Source: an optimization exercise on an open RTL-to-GDS flow (aim: small area). Production flows keep margins and buffers that such runs may drop.
Function was checked by simulation only, so behaviour that the tests miss may differ from the original.
Power is estimated from default activity; no workload was simulated.

**config.mk**
```make
export PLATFORM = sky130hd
export DESIGN_NAME = chan_top
export DESIGN_NICKNAME = chan_top
export VERILOG_FILES = /design/flow/design.v
export SDC_FILE = /design/flow/constraint.sdc
export NUM_CORES = 4
export LEC_CHECK = 0
export CAP_MARGIN = 20
export CORE_MARGIN = 2
export CORE_UTILIZATION = 40
export SLEW_MARGIN = 20
```
**constraint.sdc**
```tcl
create_clock -name core_clock -period 5.0 [get_ports {wb_clk}]
set_input_delay 1.0000 -clock core_clock [delete_from_list [all_inputs] [get_ports {wb_clk}]]
set_output_delay 1.0000 -clock core_clock [all_outputs]
set_load 0.01 [all_outputs]
```
**design.v**
```verilog
`default_nettype none
module par_regs (
	input  wire logic                   wb_clk,
	input  wire logic                   rst_n_i,
	input  wire logic                   reg_we_i,
	input  wire logic [4-1:0]  reg_adr_i,
	input  wire logic [16-1:0]     reg_dat_i,
	output logic [16-1:0]          reg_dat_o,
	output logic signed [12:0]      zthr_o,
	output logic [16-1:0]          sthr_o,
	output logic [4-1:0]           mask_o,
	output logic [4-1:0]           inv_o,
	output logic [4*12-1:0]    ped_o,      
	input  wire logic [4:0]        ovf_i       
);
	logic [4:0]      stat_q;    
	logic                 rd_stat;
	logic [16-1:0]   rd_val;
	assign rd_stat = (reg_adr_i == 4'(15));
	always_comb begin
		rd_val = '0;
		case (reg_adr_i)
			0: rd_val = {{(16-12-1){zthr_o[12]}}, zthr_o};    
			1: rd_val = sthr_o;
			2: rd_val[4-1:0] = mask_o;
			3:  rd_val[4-1:0] = inv_o;
			15: rd_val[4:0] = stat_q;
			default:   rd_val = '0;
		endcase
		for (int n = 0; n < 4; n++) begin
			if (reg_adr_i == 4'(4 + n))
				rd_val = {{(16-12){1'b0}}, ped_o[n*12 +: 12]};
		end
	end
	always_ff @(posedge wb_clk) begin
		if (!rst_n_i) begin
			zthr_o    <= '0;
			sthr_o    <= '0;
			mask_o    <= '0;
			inv_o     <= '0;
			stat_q    <= '0;
			reg_dat_o <= '0;
			ped_o     <= '0;
		end else begin
			if (reg_we_i) begin
				case (reg_adr_i)
					0: zthr_o <= reg_dat_i[12:0];
					1: sthr_o <= reg_dat_i;
					2: mask_o <= reg_dat_i[4-1:0];
					3:  inv_o  <= reg_dat_i[4-1:0];
					default: ;   
				endcase
				for (int n = 0; n < 4; n++) begin
					if (reg_adr_i == 4'(4 + n))
						ped_o[n*12 +: 12] <= reg_dat_i[12-1:0];
				end
			end
			stat_q    <= (rd_stat ? '0 : stat_q) | ovf_i;
			reg_dat_o <= rd_val;
		end
	end
endmodule
`default_nettype wire
`default_nettype none
module chan_proc #(
	parameter int CHAN_NUM = 0                 
) (
	input  wire logic                      wb_clk,
	input  wire logic                      rst_n_i,
	input  wire logic                      smp_vld_i,
	input  wire logic [12-1:0]         smp_i,
	input  wire logic [12-1:0]         ped_i,
	input  wire logic signed [12:0]    zthr_i,
	input  wire logic                      mask_i,
	input  wire logic                      inv_i,
	output logic signed [12:0]         diff_o,     
	output logic                           push_o,     
	output logic [16-1:0]             word_o      
);
	logic signed [12:0]  diff_c;     
	logic signed [12:0]  diff_q;
	logic                    vld_q;      
	logic                    en_q;       
	always_comb begin
		if (inv_i)
			diff_c = $signed({1'b0, ped_i}) - $signed({1'b0, smp_i});    
		else
			diff_c = $signed({1'b0, smp_i}) - $signed({1'b0, ped_i});
	end
	always_ff @(posedge wb_clk) begin
		if (!rst_n_i) begin
			vld_q <= 1'b0;
			en_q  <= 1'b0;
		end else begin
			vld_q <= smp_vld_i;               
			if (smp_vld_i)
				en_q <= mask_i;
		end
	end
	always_ff @(posedge wb_clk) begin
		if (smp_vld_i)
			diff_q <= mask_i ? diff_c : '0;   
	end
	assign diff_o = diff_q;
	assign push_o = vld_q & en_q & (diff_q > zthr_i);
	assign word_o = {3'(CHAN_NUM), diff_q};
endmodule
`default_nettype wire
`default_nettype none
module evt_fifo #(
	parameter int  W     = 16,     
	parameter int  DEPTH = 8
) (
	input  wire logic          wb_clk,
	input  wire logic          rst_n_i,
	input  wire logic          push_i,
	input  wire logic [W-1:0]  din_i,
	output logic               ovf_o,       
	output logic               out_valid,
	output logic [W-1:0]       out_data,
	input  wire logic          out_ready
);
	localparam int PTR_W = (DEPTH > 1) ? $clog2(DEPTH) : 1;
	logic [W-1:0]        mem [DEPTH];
	logic [PTR_W-1:0]    wr_ptr;
	logic [PTR_W-1:0]    rd_ptr;
	logic [PTR_W:0]      cnt;        
	logic                full;
	logic                wr;
	logic                rd;
	assign full  = (cnt == (PTR_W+1)'(DEPTH));
	assign wr    = push_i & ~full;
	assign rd    = out_valid & out_ready;    
	assign ovf_o = push_i & full;
	always_ff @(posedge wb_clk) begin
		if (!rst_n_i) begin
			wr_ptr <= '0;
			rd_ptr <= '0;
			cnt    <= '0;
		end else begin
			if (wr)
				wr_ptr <= (wr_ptr == PTR_W'(DEPTH-1)) ? '0 : wr_ptr + 1'b1;
			if (rd)
				rd_ptr <= (rd_ptr == PTR_W'(DEPTH-1)) ? '0 : rd_ptr + 1'b1;
			cnt <= cnt + (PTR_W+1)'(wr) - (PTR_W+1)'(rd);
		end
	end
	always_ff @(posedge wb_clk) begin
		if (wr)
			mem[wr_ptr] <= din_i;
	end
	assign out_valid = (cnt != '0);
	assign out_data  = mem[rd_ptr];
endmodule
`default_nettype wire
`default_nettype none
module sum_trig (
	input  wire logic                           wb_clk,
	input  wire logic                           rst_n_i,
	input  wire logic                           diff_vld_i,    
	input  wire logic [4*(12+1)-1:0]   diff_i,        
	input  wire logic [16-1:0]             sthr_i,
	input  wire logic                           smp_vld_i,     
	output logic                                push_o,
	output logic [16-1:0]                  rec_o          
);
	localparam int SUM_W = 12 + 1 + $clog2(4);    
	logic [16-1:0]         cnt_q;     
	logic [16-1:0]         ts_d1;
	logic [16-1:0]         ts_d2;
	logic                       vld_d1;    
	logic                       vld_d2;    
	logic signed [SUM_W-1:0]    acc;
	logic signed [SUM_W-1:0]    sum_q;
	logic signed [16-1:0]  sum_ext;
	logic                       above;
	logic                       above_q;   
	always_comb begin
		acc = '0;
		for (int n = 0; n < 4; n++)
			acc = acc + SUM_W'($signed(diff_i[n*(12+1) +: (12+1)]));
	end
	assign sum_ext = 16'(sum_q);
	assign above   = sum_ext > $signed(sthr_i);
	always_ff @(posedge wb_clk) begin
		if (!rst_n_i) begin
			cnt_q   <= '0;
			vld_d1  <= 1'b0;
			vld_d2  <= 1'b0;
			above_q <= 1'b0;
		end else begin
			if (smp_vld_i)
				cnt_q <= cnt_q + 1'b1;
			vld_d1 <= diff_vld_i;
			vld_d2 <= vld_d1;
			if (vld_d2)
				above_q <= above;
		end
	end
	always_ff @(posedge wb_clk) begin
		if (diff_vld_i)
			ts_d1 <= cnt_q;           
		if (vld_d1) begin
			sum_q <= acc;
			ts_d2 <= ts_d1;
		end
	end
	assign push_o = vld_d2 & above & ~above_q;
	assign rec_o  = ts_d2;
endmodule
`default_nettype wire
`default_nettype none
module send_arb (
	input  wire logic                      wb_clk,
	input  wire logic                      rst_n_i,
	input  wire logic                      trig_valid,
	input  wire logic [16-1:0]        trig_data,
	input  wire logic                      trig_k,
	output logic                           trig_ready,
	input  wire logic [4-1:0]         chan_valid,
	input  wire logic [4*16-1:0] chan_data,
	input  wire logic [4-1:0]         chan_k,
	output logic [4-1:0]              chan_ready,
	output logic [16-1:0]             tx_dat_o,
	output logic                           tx_k_o,
	output logic                           tx_vld_o,
	input  wire logic                      tx_rdy_i
);
	localparam int IDX_W = $clog2(4);
	logic [IDX_W-1:0]    rr_q;        
	logic [IDX_W-1:0]    sel;
	logic                found;
	logic                load;        
	assign load = ~tx_vld_o | tx_rdy_i;
	always_comb begin
		logic [IDX_W-1:0] idx;
		found = 1'b0;
		sel   = rr_q;
		for (int i = 1; i <= 4; i++) begin
			idx = IDX_W'((32'(rr_q) + i) % 4);
			if (!found && chan_valid[idx]) begin
				found = 1'b1;
				sel   = idx;
			end
		end
	end
	assign trig_ready = load;
	always_comb begin
		for (int n = 0; n < 4; n++)
			chan_ready[n] = load & ~trig_valid & found & (sel == IDX_W'(n));
	end
	always_ff @(posedge wb_clk) begin
		if (!rst_n_i) begin
			tx_vld_o <= 1'b0;
			tx_k_o   <= 1'b0;
			rr_q     <= '0;
		end else if (load) begin
			tx_vld_o <= trig_valid | found;
			if (trig_valid)
				tx_k_o <= trig_k;                
			else
				tx_k_o <= found & chan_k[sel];
			if (!trig_valid && found)
				rr_q <= sel;                     
		end
	end
	always_ff @(posedge wb_clk) begin
		if (load)
			tx_dat_o <= trig_valid ? trig_data : chan_data[sel*16 +: 16];
	end
endmodule
`default_nettype wire
`default_nettype none
module chan_top (
	input  wire logic                       wb_clk,
	input  wire logic                       rst_n_i,
	input  wire logic                       reg_we_i,
	input  wire logic [4-1:0]      reg_adr_i,
	input  wire logic [16-1:0]         reg_dat_i,
	output logic [16-1:0]              reg_dat_o,
	input  wire logic                       adc_vld_i,
	input  wire logic [4*12-1:0]   adc_dat_i,
	output logic [16-1:0]              tx_dat_o,
	output logic                            tx_k_o,
	output logic                            tx_vld_o,
	input  wire logic                       tx_rdy_i
);
	logic signed [12:0]         zthr;
	logic [16-1:0]             sthr;
	logic [4-1:0]              mask;
	logic [4-1:0]              inv;
	logic [4*12-1:0]       ped;
	logic [4:0]                ovf;          
	logic [4*(12+1)-1:0]   diff;
	logic [4-1:0]              push;
	logic [4*16-1:0]      cword;
	logic                           trig_push;
	logic [16-1:0]             trig_rec;
	logic [4-1:0]              chan_valid;
	logic [4*16-1:0]      chan_data;
	logic [4-1:0]              chan_ready;
	logic                           trig_valid;
	logic [16-1:0]             trig_data;
	logic                           trig_ready;
	par_regs par_regs_i (
		.wb_clk    (wb_clk),
		.rst_n_i   (rst_n_i),
		.reg_we_i  (reg_we_i),
		.reg_adr_i (reg_adr_i),
		.reg_dat_i (reg_dat_i),
		.reg_dat_o (reg_dat_o),
		.zthr_o    (zthr),
		.sthr_o    (sthr),
		.mask_o    (mask),
		.inv_o     (inv),
		.ped_o     (ped),
		.ovf_i     (ovf)
	);
	for (genvar g = 0; g < 4; g++) begin : g_chan
		chan_proc #(.CHAN_NUM(g)) chan_proc_i (
			.wb_clk    (wb_clk),
			.rst_n_i   (rst_n_i),
			.smp_vld_i (adc_vld_i),
			.smp_i     (adc_dat_i[g*12 +: 12]),
			.ped_i     (ped[g*12 +: 12]),
			.zthr_i    (zthr),
			.mask_i    (mask[g]),
			.inv_i     (inv[g]),
			.diff_o    (diff[g*(12+1) +: (12+1)]),
			.push_o    (push[g]),
			.word_o    (cword[g*16 +: 16])
		);
		evt_fifo #(.W(16), .DEPTH(8)) chan_fifo_i (
			.wb_clk    (wb_clk),
			.rst_n_i   (rst_n_i),
			.push_i    (push[g]),
			.din_i     (cword[g*16 +: 16]),
			.ovf_o     (ovf[g]),
			.out_valid (chan_valid[g]),
			.out_data  (chan_data[g*16 +: 16]),
			.out_ready (chan_ready[g])
		);
	end
	sum_trig sum_trig_i (
		.wb_clk     (wb_clk),
		.rst_n_i    (rst_n_i),
		.diff_vld_i (adc_vld_i),
		.diff_i     (diff),
		.sthr_i     (sthr),
		.smp_vld_i  (adc_vld_i),
		.push_o     (trig_push),
		.rec_o      (trig_rec)
	);
	evt_fifo #(.W(16), .DEPTH(4)) trig_fifo_i (
		.wb_clk    (wb_clk),
		.rst_n_i   (rst_n_i),
		.push_i    (trig_push),
		.din_i     (trig_rec),
		.ovf_o     (ovf[4]),
		.out_valid (trig_valid),
		.out_data  (trig_data),
		.out_ready (trig_ready)
	);
	send_arb send_arb_i (
		.wb_clk     (wb_clk),
		.rst_n_i    (rst_n_i),
		.trig_valid (trig_valid),
		.trig_data  (trig_data),
		.trig_k     (1'b1),                  
		.trig_ready (trig_ready),
		.chan_valid (chan_valid),
		.chan_data  (chan_data),
		.chan_k     ('0),
		.chan_ready (chan_ready),
		.tx_dat_o   (tx_dat_o),
		.tx_k_o     (tx_k_o),
		.tx_vld_o   (tx_vld_o),
		.tx_rdy_i   (tx_rdy_i)
	);
endmodule
`default_nettype wire
```
**run.sh**
```bash
#!/bin/bash
# synth_recipe.tcl (not shown) runs the flow's synth.tcl, then flattens the netlist and writes it again
# the make line also repeats each setting of config.mk as NAME=value (left out here)
make -C /OpenROAD-flow-scripts/flow DESIGN_CONFIG=/design/flow/config.mk WORK_HOME=/design/flow/orfs CLKGATE_MAP_FILE= SYNTH_SCRIPT=/design/flow/synth_recipe.tcl finish
```
==> run notes <==
==> critical path, delay by kind of cell, from the launching register on <==
| family | cells | cell delay (ns) |
|---|---|---|
| DFF | 1 | 0.61 |
| AOI/OAI and AO/OA | 4 | 0.83 |
| and+or+nand+nor | 2 | 0.36 |
| buffers and inverters | 3 | 0.27 |
| adders and majority gates | 4 | 1.60 |
==> final cells by class <==
class	instances	area, µm²
fill	8249	50200
sequential	789	21800
multi-input combinational	1666	14900
clock buffer	104	2280
tap	1254	1570
timing repair buffer	163	1520
inverter	225	845
clock inverter	51	549
==> per-layer routing <==
metal,up-vias,share of wire [%],global-route usage [%],wire length [µm]
met4,2,4.2,8.74,4110
met5,-,0.015,0,15
li1,10700,-,-,-
met3,183,5.9,3.64,5770
met1,11700,43,26.2,41600
met2,682,47,32.3,46300
==> power groups by stage <==
stage / clock network [µW] / logic (µW) / registers (µW)
2_1_floorplan: 0 / 1460 / 7530
3_3_place_gp: 0 / 2280 / 7590
3_5_place_dp: 0 / 2300 / 7600
4_1_cts: 6430 / 2310 / 7470
5_1_grt: 6670 / 2510 / 7480
6_report: 6300 / 2290 / 7460
==> cell usage after synthesis (all sizes together) (16+ instances only) <==
cell / n
a2111oi: 17
a211o: 19
a211oi: 54
a21boi: 97
a21o: 21
a21oi: 107
a221oi: 16
a31oi: 16
and2: 51
buf: 41
clkbuf: 94
dfxtp: 194
edfxtp: 595
fa: 40
ha: 226
inv: 222
mux2: 17
mux2i: 94
mux4: 120
nand2: 250
nand2b: 22
nand3: 55
nand3b: 16
nand4: 23
nor2: 69
nor2b: 56
nor3: 28
o21ai: 24
xnor2: 37
xor2: 23
==> stage by stage <==
stage	cell area (µm²)	util (%)	hold WS (ns)
2_1_floorplan	37900	-	0.400
3_3_place_gp	40600	43.3	0.403
3_5_place_dp	40600	43.4	0.405
4_1_cts	43400	46.4	0.417
5_1_grt	43400	46.4	0.435
6_report	43400	46.4	0.412
==> flip-flops by register name, indices dropped and copies added (netlist names), 3 cells and up, named ones only <==
register	count
par_regs_i.reg_dat_o	16
sum_trig_i.cnt_q	16
sum_trig_i.ts_d2	16
trig_fifo_i.cnt	3
send_arb_i.tx_dat_o	16
trig_fifo_i.mem	64
par_regs_i.sthr_o	16
sum_trig_i.ts_d1	16
g_chan.chan_fifo_i.cnt	16
g_chan.chan_fifo_i.wr_ptr	12
par_regs_i.inv_o	4
par_regs_i.mask_o	4
g_chan.chan_fifo_i.rd_ptr	12
g_chan.chan_proc_i.en_q	4
par_regs_i.ped_o	48
sum_trig_i.sum_q	15
g_chan.chan_proc_i.diff_q	52
par_regs_i.zthr_o	13
g_chan.chan_fifo_i.mem	416
par_regs_i.stat_q	5
==> path summary, 6_finish.rpt <==
| check | cells past startpoint | to | slack (ns) | startpoint |
|---|---|---|---|---|
| hold reg to reg | 0 | sum_trig_i.ts_d2[9] | 0.41 | sum_trig_i.ts_d1[9] |
| setup / recovery | 13 | sum_trig_i.sum_q[13] | 1.03 | g_chan[0].chan_proc_i.diff_q[1] |
| setup reg to reg | 13 | sum_trig_i.sum_q[13] | 1.03 | g_chan[0].chan_proc_i.diff_q[1] |
| hold / removal | 0 | sum_trig_i.ts_d2[9] | 0.41 | sum_trig_i.ts_d1[9] |
==> kinds of logic after synthesis <==
kind of cell | Yosys count | share of synthesized area (%)
xor+xnor | 60 | 1.39
simple gates | 645 | 8.82
compound gates | 464 | 9.02
mux | 231 | 10.1
flops | 789 | 57.4
buf+inv | 360 | 3.74
fa+ha+maj | 266 | 9.57
==> flow_metrics.tcl <==
set metrics [dict create \
    cp_data_required_time_ns 5.35 \
    hpwl_um 70300 \
    design.portCount 107 \
    slew_viol_final 0 \
    skew_ns 0.0385 \
    vdd_drop_max_mv 0.211 \
    setup_viol 0 \
    area_growth_pct 14.5 \
    netlist_instances 2815 \
    viasPerCell 5.48 \
    postRouteAntennaNets 0 \
    leakage_uw 0.0150 \
    die_x_um 312 \
    instances_no_fill 4252 \
    ys.warnings.count 9 \
    post_drt_wl_per_cell_um 23.0 \
    grt_max_degree 91 \
    path_clk_slew_ns 0.06 \
    synth_nets 3154 \
    hold_path_class "reg2reg" \
    final_common_cell "edfxtp_1" \
    clockPowerShare_pct 39.3 \
    antenna_found_initial 3 \
    cts_resized 0 \
    dr.pass1.iters 5 \
    pwr_density_cell_mw_per_mm2 370 \
    dieHeight_um 312 \
    rsz0062_at_grt "no" \
    clock-root-buffer "clkbuf_16" \
    fin_ws_ns 1.03 \
    cts_setup_buffers 0 \
    vias 23300 \
    drive_above_1_share_pct 12.8 \
    start_util_pct 40.5 \
    dp_cells 4096 \
    floorplan.rows 112 \
    clockBufferDepth 3 \
    period_share_pct 79.4 \
    switching_share_pct 25.4 \
    synth_area_mm2 0.0379 \
    crit_fanout 10 \
    cts_hold_buffers 0 \
    cpMaxStageDelayCell "edfxtp_1" \
    synth-edff-count 595 \
    power.internal_uw 12000 \
    worst_pin_slew_ns 1.07 \
    port_buffers 106 \
    syn_avg_cell_area_um2 13.5 \
    grt_pass1_vias 23400 \
    ys_ff_latch 789 \
    end_kind "register" \
    seqPwrFrac_pct 46.5 \
    synth.distinct_cells 88 \
    gp_congestion 0.900 \
    outcome "finished clean" \
    cp.arrival_ns 4.32 \
    cp-start-kind "register" \
    synth.largest_area_cell "edfxtp_1" \
    drv_cap 0 \
    cts_tree "yes" \
    tns_ns 0 \
    gr-usage-all-layers_pct 19.9 \
    cts.sinks 789 \
    clk_latency_ns 0.65 \
    grt_pass1_wl_um 146000 \
    path_cells "inv_1 -> fa_1 -> fa_1 -> inv_1 -> ha_1 -> inv_1 -> fa_1 -> nor2b_1 -> o31a_1 -> o21bai_1 -> a211oi_1 -> nand2b_1 -> o311ai_0" \
    yosysSeqAreaShare_pct 57.4 \
    routed_wl_um 97700 \
    overflow 0 \
    cts_made_buffers 84 \
    nets 3268 \
    p_total_uw 16100 \
    layout_common_cells "edfxtp_1, nand2_1, ha_1" \
    async_flop_share_pct 0 \
    p_switching_uw 4070 \
    drc 0 \
    diodes 0 \
    synth.area.top_cells "edfxtp_1, dfxtp_1, ha_1" \
    ys.flop_type "edfxtp_1" \
    drtIter0Drc 1754 \
    post-place-ws_ns 1.07 \
    coreArea_mm2 0.0936 \
    path_class "reg2reg" \
    h-tree-depth 3 \
    fmax_ghz 0.252 \
    comb_power_share_pct 14.3 \
    fin_crit_ns 3.97 \
    slew-limit-headroom_pct 28.4 \
    finalHoldViolCount 0 \
    die_area_mm2 0.0973 \
    synth.top_cell.area_share_pct 47.1 \
    slowest_delay_ns 0.61 \
]

==> separate check: timing with driven ports <==
How much do the figures lean on ideal ports? The routed layout below was timed once more, with nothing changed but the port constraints. Step 1 (the two cells are an assumption about what drives the block):
set clk [get_ports {wb_clk}]
set_driving_cell -lib_cell sky130_fd_sc_hd__clkbuf_16 $clk
set_driving_cell -lib_cell sky130_fd_sc_hd__buf_2 [delete_from_list [all_inputs] $clk]
Step 2 also shifts input and output timing later by t, the mid clock arrival at the registers, as if the neighbouring blocks saw the same clock. Three values: ideal, step 1, step 2; two values: the first two.
t (ns): 0.703
setup WS [ns]: 1.028 / 1.028 / 1.028
worst slew at a driven data input, ns: 0.04
pins driven straight from the clock port: 1
After both steps setup and hold are still met in this run. For this run, drivers alone change the setup slack by 0.000 ns; drivers and shift together by 0.000 ns.
